From an optimization exercise on the open Yosys and OpenROAD flow, aimed at a short achievable clock period and few clock cycles; shortcuts taken in it are not production practice. In this exercise RTL edits were held to simulation tests only and were not proved equivalent to the original. Power and IR drop assume default switching activity.

$ cat flow/run.sh
#!/bin/bash
# synth_recipe.tcl (not shown) runs the flow's synth.tcl, then flattens the netlist and writes it again
# the make line also repeats each setting of config.mk as NAME=value (left out here)
make -C /OpenROAD-flow-scripts/flow DESIGN_CONFIG=/design/flow/config.mk WORK_HOME=/design/flow/orfs CLKGATE_MAP_FILE= SYNTH_SCRIPT=/design/flow/synth_recipe.tcl finish
$ cat flow/config.mk
export PLATFORM = sky130hd
export DESIGN_NAME = cpuTop
export DESIGN_NICKNAME = cpuTop
export VERILOG_FILES = /design/flow/design.v
export SDC_FILE = /design/flow/constraint.sdc
export NUM_CORES = 4
export LEC_CHECK = 0
export CAP_MARGIN = 20
export CORE_MARGIN = 2
export CORE_UTILIZATION = 40
export SLEW_MARGIN = 20
$ cat flow/constraint.sdc
create_clock -name core_clock -period 6.0 [get_ports {clk}]
set_input_delay 1.2000 -clock core_clock [delete_from_list [all_inputs] [get_ports {clk}]]
set_output_delay 1.2000 -clock core_clock [all_outputs]
set_load 0.01 [all_outputs]
$ cat flow/design.v
module aluUnit (
    input  logic [3:0]  fn,
    input  logic [31:0] a,
    input  logic [31:0] b,
    output logic [31:0] y
);
    always_comb begin
        case (fn)
            4'b0000: y = a & b;
            4'b0001: y = a | b;
            4'b0010: y = a + b;
            4'b0110: y = a - b;
            4'b1111: y = a ^ b;
            default: y = '0;
        endcase
    end
endmodule
module controlDecoder (
    input  logic [31:0] instr,
    output logic        regWrite,
    output logic        memToReg,
    output logic        memWrite,
    output logic        aluSrcImm,
    output logic        destIsRt,
    output logic        usesRt,
    output logic [3:0]  aluFn
);
    localparam logic [5:0] opRType = 6'b000000;
    localparam logic [5:0] opLoad = 6'b100011;
    localparam logic [5:0] opStore = 6'b101011;
    localparam logic [5:0] funcAdd = 6'b100000;
    localparam logic [5:0] funcSub = 6'b100010;
    localparam logic [5:0] funcAnd = 6'b100100;
    localparam logic [5:0] funcOr = 6'b100101;
    localparam logic [5:0] funcXor = 6'b100110;
    localparam logic [3:0] aluAnd = 4'b0000;
    localparam logic [3:0] aluOr = 4'b0001;
    localparam logic [3:0] aluAdd = 4'b0010;
    localparam logic [3:0] aluSub = 4'b0110;
    localparam logic [3:0] aluXor = 4'b1111;
    logic funcKnown;
    always_comb begin
        regWrite = 1'b0;
        memToReg = 1'b0;
        memWrite = 1'b0;
        aluSrcImm = 1'b0;
        destIsRt = 1'b0;
        usesRt = 1'b0;
        aluFn = aluAdd;
        funcKnown = 1'b1;
        case (instr[31:26])
            opRType: begin
                case (instr[5:0])
                    funcAdd: aluFn = aluAdd;
                    funcSub: aluFn = aluSub;
                    funcAnd: aluFn = aluAnd;
                    funcOr: aluFn = aluOr;
                    funcXor: aluFn = aluXor;
                    default: funcKnown = 1'b0;
                endcase
                regWrite = funcKnown;
                usesRt = funcKnown;
            end
            opLoad: begin
                regWrite = 1'b1;
                memToReg = 1'b1;
                aluSrcImm = 1'b1;
                destIsRt = 1'b1;
            end
            opStore: begin
                memWrite = 1'b1;
                aluSrcImm = 1'b1;
                usesRt = 1'b1;
            end
            default: funcKnown = 1'b0;
        endcase
    end
endmodule
module registerFile (
    input  logic        clk,
    input  logic        reset,
    input  logic [4:0]  readA,
    input  logic [4:0]  readB,
    input  logic [4:0]  writeDest,
    input  logic        writeEnable,
    input  logic [31:0] writeData,
    output logic [31:0] dataA,
    output logic [31:0] dataB
);
    logic [31:0] regs [32];
    always_ff @(posedge clk) begin
        if (reset) begin
            for (int i = 0; i < 32; i++) begin
                regs[i] <= '0;
            end
        end else if (writeEnable && writeDest != '0) begin
            regs[writeDest] <= writeData;
        end
    end
    function automatic logic [31:0] readPort(input logic [4:0] idx);
        if (idx == '0) begin
            readPort = 32'd0;
        end else if (writeEnable && writeDest == idx) begin
            readPort = writeData;
        end else begin
            readPort = regs[idx];
        end
    endfunction
    always_comb begin
        dataA = readPort(readA);
        dataB = readPort(readB);
    end
endmodule
module fetchStage (
    input  logic        clk,
    input  logic        reset,
    input  logic        stall,
    input  logic        loadEnable,
    input  logic        loadToData,
    input  logic [5:0]  loadAddr,
    input  logic [31:0] loadData,
    output logic [31:0] pc,
    output logic [31:0] instr
);
    localparam logic [31:0] resetPc = 32'd100;
    logic [31:0] imem [64];
    logic [31:0] fetched;
    always_ff @(posedge clk) begin
        if (loadEnable && !loadToData) begin
            imem[loadAddr] <= loadData;
        end
    end
    assign fetched = imem[pc[7:2]];
    always_ff @(posedge clk) begin
        if (reset) begin
            pc <= resetPc;
        end else if (!stall) begin
            pc <= pc + 32'd4;
        end
    end
    always_ff @(posedge clk) begin
        if (reset) begin
            instr <= '0;
        end else if (!stall) begin
            instr <= fetched;
        end
    end
endmodule
module decodeStage (
    input  logic        clk,
    input  logic        reset,
    input  logic [31:0] instr,
    input  logic        wbEnable,
    input  logic [4:0]  wbDest,
    input  logic [31:0] wbData,
    input  logic [31:0] memValue,
    output logic        exRegWrite,
    output logic        exMemToReg,
    output logic        exMemWrite,
    output logic [3:0]  exAluFn,
    output logic        exAluSrcImm,
    output logic [4:0]  exDest,
    output logic [31:0] exOpA,
    output logic [31:0] exOpB,
    output logic [31:0] exImm,
    input  logic        memRegWrite,
    input  logic [4:0]  memDest,
    output logic        stall
);
    localparam logic [1:0] fwdReg = 2'd0;
    localparam logic [1:0] fwdExe = 2'd1;
    localparam logic [1:0] fwdMem = 2'd2;
    logic [4:0] rs, rt, rd;
    logic regWrite, memToReg, memWrite, aluSrcImm, destIsRt, usesRt;
    logic [3:0] aluFn;
    logic [31:0] regA, regB, exeResult, opA, opB;
    logic [1:0] selA, selB;
    assign rs = instr[25:21];
    assign rt = instr[20:16];
    assign rd = instr[15:11];
    controlDecoder ctrl (
        .instr(instr),
        .regWrite(regWrite),
        .memToReg(memToReg),
        .memWrite(memWrite),
        .aluSrcImm(aluSrcImm),
        .destIsRt(destIsRt),
        .usesRt(usesRt),
        .aluFn(aluFn)
    );
    registerFile rf (
        .clk(clk),
        .reset(reset),
        .readA(rs),
        .readB(rt),
        .writeDest(wbDest),
        .writeEnable(wbEnable),
        .writeData(wbData),
        .dataA(regA),
        .dataB(regB)
    );
    function automatic logic [1:0] pickSource(input logic [4:0] src);
        if (src == '0) begin
            pickSource = fwdReg;
        end else if (exRegWrite && !exMemToReg && exDest == src) begin
            pickSource = fwdExe;
        end else if (memRegWrite && memDest == src) begin
            pickSource = fwdMem;
        end else begin
            pickSource = fwdReg;
        end
    endfunction
    function automatic logic [31:0] pickValue(input logic [1:0] sel, input logic [31:0] fromReg,
                                              input logic [31:0] fromExe,
                                              input logic [31:0] fromMem);
        case (sel)
            fwdExe: pickValue = fromExe;
            fwdMem: pickValue = fromMem;
            default: pickValue = fromReg;
        endcase
    endfunction
    aluUnit fwdAlu (
        .fn(exAluFn),
        .a(exOpA),
        .b(exAluSrcImm ? exImm : exOpB),
        .y(exeResult)
    );
    always_comb begin
        selA = pickSource(rs);
        selB = pickSource(rt);
    end
    assign opA = pickValue(selA, regA, exeResult, memValue);
    assign opB = pickValue(selB, regB, exeResult, memValue);
    assign stall = exRegWrite && exMemToReg && exDest != '0
                   && (exDest == rs || (usesRt && exDest == rt));
    always_ff @(posedge clk) begin
        if (reset || stall) begin
            exRegWrite <= 1'b0;
            exMemToReg <= 1'b0;
            exMemWrite <= 1'b0;
        end else begin
            exRegWrite <= regWrite;
            exMemToReg <= memToReg;
            exMemWrite <= memWrite;
        end
    end
    always_ff @(posedge clk) begin
        exAluFn <= aluFn;
        exAluSrcImm <= aluSrcImm;
        exDest <= destIsRt ? rt : rd;
        exOpA <= opA;
        exOpB <= opB;
        exImm <= {{16{instr[15]}}, instr[15:0]};
    end
endmodule
module executeStage (
    input  logic        clk,
    input  logic        reset,
    input  logic        exRegWrite,
    input  logic        exMemToReg,
    input  logic        exMemWrite,
    input  logic [3:0]  exAluFn,
    input  logic        exAluSrcImm,
    input  logic [4:0]  exDest,
    input  logic [31:0] exOpA,
    input  logic [31:0] exOpB,
    input  logic [31:0] exImm,
    output logic        memRegWrite,
    output logic        memMemToReg,
    output logic        memMemWrite,
    output logic [4:0]  memDest,
    output logic [31:0] memAluResult,
    output logic [31:0] memStoreData
);
    logic [31:0] operandB;
    logic [31:0] result;
    assign operandB = exAluSrcImm ? exImm : exOpB;
    aluUnit alu (
        .fn(exAluFn),
        .a(exOpA),
        .b(operandB),
        .y(result)
    );
    always_ff @(posedge clk) begin
        if (reset) begin
            memRegWrite <= 1'b0;
            memMemToReg <= 1'b0;
            memMemWrite <= 1'b0;
        end else begin
            memRegWrite <= exRegWrite;
            memMemToReg <= exMemToReg;
            memMemWrite <= exMemWrite;
        end
    end
    always_ff @(posedge clk) begin
        memDest <= exDest;
        memAluResult <= result;
        memStoreData <= exOpB;
    end
endmodule
module memoryStage (
    input  logic        clk,
    input  logic        reset,
    input  logic        memRegWrite,
    input  logic        memMemToReg,
    input  logic        memMemWrite,
    input  logic [4:0]  memDest,
    input  logic [31:0] memAluResult,
    input  logic [31:0] memStoreData,
    input  logic        loadEnable,
    input  logic        loadToData,
    input  logic [5:0]  loadAddr,
    input  logic [31:0] loadData,
    output logic [31:0] memValue,
    output logic        wbEnable,
    output logic [4:0]  wbDest,
    output logic [31:0] wbData
);
    logic [31:0] dmem [64];
    logic [31:0] loadWord;
    always_ff @(posedge clk) begin
        if (loadEnable && loadToData) begin
            dmem[loadAddr] <= loadData;
        end else if (memMemWrite) begin
            dmem[memAluResult[7:2]] <= memStoreData;
        end
    end
    assign loadWord = dmem[memAluResult[7:2]];
    assign memValue = memMemToReg ? loadWord : memAluResult;
    always_ff @(posedge clk) begin
        if (reset) begin
            wbEnable <= 1'b0;
        end else begin
            wbEnable <= memRegWrite && memDest != '0;
        end
    end
    always_ff @(posedge clk) begin
        wbDest <= memDest;
        wbData <= memValue;
    end
endmodule
module cpuTop (
    input  logic        clk,
    input  logic        reset,
    input  logic        loadEnable,
    input  logic        loadToData,
    input  logic [5:0]  loadAddr,
    input  logic [31:0] loadData,
    output logic [31:0] pc,
    output logic        wbEnable,
    output logic [4:0]  wbDest,
    output logic [31:0] wbData
);
    logic stall;
    logic [31:0] instr;
    logic [31:0] memValue;
    logic exRegWrite, exMemToReg, exMemWrite, exAluSrcImm;
    logic [3:0] exAluFn;
    logic [4:0] exDest;
    logic [31:0] exOpA, exOpB, exImm;
    logic memRegWrite, memMemToReg, memMemWrite;
    logic [4:0] memDest;
    logic [31:0] memAluResult, memStoreData;
    fetchStage fetch (
        .clk(clk),
        .reset(reset),
        .stall(stall),
        .loadEnable(loadEnable),
        .loadToData(loadToData),
        .loadAddr(loadAddr),
        .loadData(loadData),
        .pc(pc),
        .instr(instr)
    );
    decodeStage decode (
        .clk(clk),
        .reset(reset),
        .instr(instr),
        .wbEnable(wbEnable),
        .wbDest(wbDest),
        .wbData(wbData),
        .memValue(memValue),
        .exRegWrite(exRegWrite),
        .exMemToReg(exMemToReg),
        .exMemWrite(exMemWrite),
        .exAluFn(exAluFn),
        .exAluSrcImm(exAluSrcImm),
        .exDest(exDest),
        .exOpA(exOpA),
        .exOpB(exOpB),
        .exImm(exImm),
        .memRegWrite(memRegWrite),
        .memDest(memDest),
        .stall(stall)
    );
    executeStage execute (
        .clk(clk),
        .reset(reset),
        .exRegWrite(exRegWrite),
        .exMemToReg(exMemToReg),
        .exMemWrite(exMemWrite),
        .exAluFn(exAluFn),
        .exAluSrcImm(exAluSrcImm),
        .exDest(exDest),
        .exOpA(exOpA),
        .exOpB(exOpB),
        .exImm(exImm),
        .memRegWrite(memRegWrite),
        .memMemToReg(memMemToReg),
        .memMemWrite(memMemWrite),
        .memDest(memDest),
        .memAluResult(memAluResult),
        .memStoreData(memStoreData)
    );
    memoryStage memory (
        .clk(clk),
        .reset(reset),
        .memRegWrite(memRegWrite),
        .memMemToReg(memMemToReg),
        .memMemWrite(memMemWrite),
        .memDest(memDest),
        .memAluResult(memAluResult),
        .memStoreData(memStoreData),
        .loadEnable(loadEnable),
        .loadToData(loadToData),
        .loadAddr(loadAddr),
        .loadData(loadData),
        .memValue(memValue),
        .wbEnable(wbEnable),
        .wbDest(wbDest),
        .wbData(wbData)
    );
endmodule
==> flow_metrics.tcl <==
set metrics [dict create \
    outcome "complete, no violations" \
    grt-ovfl-total 0 \
    final_nets 11933 \
    switching_power_mw 30.30 \
    setup.worst_path.start "decode.exAluSrcImm" \
    pin_count 112 \
    die-area_sq_um 566300 \
    clockBufferDepth 4 \
    drt_iter0_drc 16934 \
    synth_common_cells "edfxtp_1, mux4_2, and2_1" \
    wl_microns 685100 \
    fmax_mhz 188.5 \
    worst-path-max-fanout 6 \
    root_buffer "clkbuf_16" \
    antenna_found_initial 80 \
    syn_to_final_growth_pct 14.28 \
    end_kind "register" \
    coreArea_sq_um 557400 \
    crit_arrival_ns 6.18 \
    setup_violations 0 \
    synth_area_leaders "edfxtp_1, mux4_2, and2_1" \
    clock_latency_ns 1.13 \
    synth_area_sq_um 224100 \
    cts_setup_buffers 0 \
    final_max_slew_viol_count 0 \
    regArea_sq_um 159100 \
    p_leak_nw 82.70 \
    drt_pass1_iterations 6 \
    placed_cell_area_sq_um 237900 \
    routedWlPerCell_microns 34.73 \
    htreeDepth 6 \
    synthCells 11293 \
    rows 274 \
    drv_cap 0 \
    p_seq_share_pct 43.0 \
    async_reset_ff_share_pct 0 \
    cpMostUsedCell "o21ai_0" \
    crit_chain "mux2_2 -> inv_1 -> ha_1 -> o21ai_0 -> o21bai_1 -> or2_1 -> nor2_1 -> nand2_1 -> buf_4 -> o21ai_0 -> xnor2_1 -> ha_1 -> nand2_1 -> and3_1 -> nor3_1 -> o31a_1 -> o21ai_0 -> o311a_1 -> o31a_1 -> o21ai_0 -> xnor2_1 -> o21ai_1" \
    critPathSlowestCell "o311a_1" \
    timing.critical_path.buf_inv 2 \
    power_density_nw_per_um2 393.4 \
    rsz0062_at_grt "false" \
    postCtsHoldBufs 0 \
    post_cts_resized 0 \
    period_share_pct 88.41 \
    cts.sinks 5385 \
    crit_type "reg -> reg" \
    grt_pass1_wl_microns 954400 \
    worstHoldStart "decode.exOpB[1]" \
    synth_top_cell_by_area "edfxtp_1" \
    postLayoutCoreUtil_pct 45.94 \
    combPwrFrac_pct 22.7 \
    worstSetupStartpointType "register" \
    initial_utilization_pct 40.20 \
    die_h_microns 752.5 \
    grt_max_degree 107 \
    total_power_mw 100.8 \
    yosysUniqueCellTypes 78 \
    dr_total_vias 119104 \
    place_congestion 0.8923 \
    yosysTopAreaCellShare_pct 68.60 \
    r2r-start "decode.exAluSrcImm" \
    fin_hold_ws_ns 0.3449 \
    hold_path_class "reg -> reg" \
    ys.flop_type "edfxtp_1" \
    cts_tree "yes" \
    ys_seq_elements 5385 \
    finClkSkew_ns 0.1300 \
    p_int_mw 70.45 \
    detail-route-antenna-nets 0 \
    slew_headroom_pct 14.43 \
    pwr-share-clk_pct 34.2 \
    dp_hpwl_microns 419700 \
    tightest_slew_ns 1.270 \
    worstPathRequired_ns 6.88 \
    critPathMaxStageDelay_ns 0.44 \
    grt_pass1_vias 120646 \
    multi_input_area_sq_um 62860 \
    yosysWarnings 7 \
    track_usage_pct 23.72 \
    p_sw_share_pct 30.07 \
    viasPerCell 6.038 \
    yosysMostFrequentCell "edfxtp_1" \
    path_clk_slew_ns 0.06 \
    fp.dieW_microns 752.5 \
    place_inst 18667 \
    crit_family "compound AO/OA/AOI/OAI gates" \
    fin_cells 19726 \
    avgSynthCellArea_sq_um 19.85 \
    fill_cells 46443 \
    port_buffers 109 \
    fin_ws_ns 0.6955 \
    hold_viol 0 \
    fin_area_sq_um 256100 \
    dp_slack_ns 0.8313 \
    drive_gt1_share_pct 28.65 \
    cts_buffers 573 \
    finalSetupTns_ns 0 \
    synth_seq_area_share_pct 70.97 \
    synth-edff-count 5120 \
    post-route-min-period_ns 5.304 \
    peakVddDrop_mv 0.4425 \
    drc_errors 0 \
]
## worst reg2reg max path, cell delays in order (launching register included)
cell	delay [ns]
dfxtp_2	0.37
mux2_2	0.39
inv_1	0.09
ha_1	0.18
o21ai_0	0.15
o21bai_1	0.21
or2_1	0.25
nor2_1	0.17
nand2_1	0.11
buf_4	0.19
o21ai_0	0.22
xnor2_1	0.10
ha_1	0.40
nand2_1	0.12
and3_1	0.16
nor3_1	0.22
o31a_1	0.25
o21ai_0	0.17
o311a_1	0.44
o31a_1	0.34
o21ai_0	0.22
xnor2_1	0.21
o21ai_1	0.10
## state kept, by name, summed over array words and instances, names as in the netlist, 5 cells and up
register	cells
fetch.imem	2048
memory.dmem	2048
decode.rf.regs	1024
decode.exOpA	32
decode.exOpB	32
execute.memAluResult	32
execute.memStoreData	32
fetch.instr	32
memory.wbData	32
fetch.pc	30
decode.exImm	16
decode.exDest	5
execute.memDest	5
memory.wbDest	5
## layout make-up
type / instances / share of cell area (%)
antenna: 21 / 0.02052
clock buffer: 744 / 6.009
clock inverter: 291 / 1.054
inverter: 87 / 0.1304
multi-input combinational: 5059 / 24.54
sequential: 5385 / 62.13
tap: 7452 / 3.641
timing repair buffer: 687 / 2.470
## cells by family (layout without fill, tap and decap cells)
kind of cell | after synthesis | in the layout | synth area share, %
and+or+nand+nor | 1975 | 1975 | 4.725
AOI/OAI and AO/OA | 706 | 706 | 2.067
xor gates and xnor gates | 120 | 120 | 0.4690
other | 1 | 55 | 0.001673
DFF | 5385 | 5385 | 70.97
muxes | 2126 | 2126 | 19.54
buffers and inverters | 882 | 1809 | 1.680
adders and majority gates | 98 | 98 | 0.5505
## path summary, 6_finish.rpt
check        slack (ns)  cells after the start                 endpoint
min                0.34                      0  execute.memStoreData[1]
min reg2reg        0.34                      0  execute.memStoreData[1]
max reg2reg        0.70                     22         decode.exOpA[31]
max                0.70                     22         decode.exOpA[31]
## power by group through the flow
stage / Sequential, mW / Clock [mW] / Combinational [mW]
global placement: 44.1 / 0 / 22.5
global route: 43.4 / 36.4 / 23.8
CTS: 43.3 / 34.9 / 22.7
floorplan: 43.3 / 0 / 13.7
detailed placement: 44.1 / 0 / 22.7
finish: 43.4 / 34.5 / 22.9
## per-layer routing
metal | track usage, % | part of all wire [%] | up-vias
met4 | 8.945 | 4.3 | 36
met3 | 4.986 | 9.7 | 1269
li1 | - | - | 47146
met1 | 32.85 | 39 | 64188
met2 | 37.15 | 47 | 6465
met5 | 0 | 0.035 | -
## layout by cell type (no fill, tap or decap), types with 47 or more instances in the layout
cell,Yosys,final
clkbuf_16,0,588
nor2_1,401,235
a221oi_1,56,55
buf_4,25,497
inv_1,84,84
clkbuf_1,464,147
and2_1,1008,1007
buf_12,0,70
nand3_1,49,47
clkdlybuf4s50_1,0,76
clkinv_2,0,84
dfxtp_1,265,242
a21oi_1,154,154
mux4_2,1795,1795
o22ai_1,82,82
a22oi_1,49,49
edfxtp_1,5120,5120
xor2_1,58,58
mux2i_1,296,296
nand2_1,298,264
ha_1,97,97
o21ai_0,142,140
nor2_4,0,159
clkinv_1,1,110
xnor2_1,62,62
Testbench counts, summed over its fixed seeds: cycles 8,519.

port drivers added, routing unchanged:
Ports are ideal in the flow. The routed layout listed here was re-timed in OpenROAD. Step 1 sets driving cells, clkbuf_16 on the clock port and buf_2 on the other inputs (assumed; they add their load-dependent delay and slew). Step 2 times the ports against the registers' clock, not the clock port: input delays grow and output delays shrink by t, the midpoint of the rising clock arrivals with the driver on. a / b / c = ideal ports / drivers / drivers and shift; a / b = the first two.
shift t [ns]: 1.188
setup WS [ns]: 0.696 / 0.696 / 0.696
latest minus earliest clock arrival (ns): 0.146 / 0.146
slew at the worst register clock pin (ns): 0.07 / 0.07
After both steps this run still meets setup and hold. The setup slack of this run moves by 0.000 ns with the drivers and by 0.000 ns with both steps.
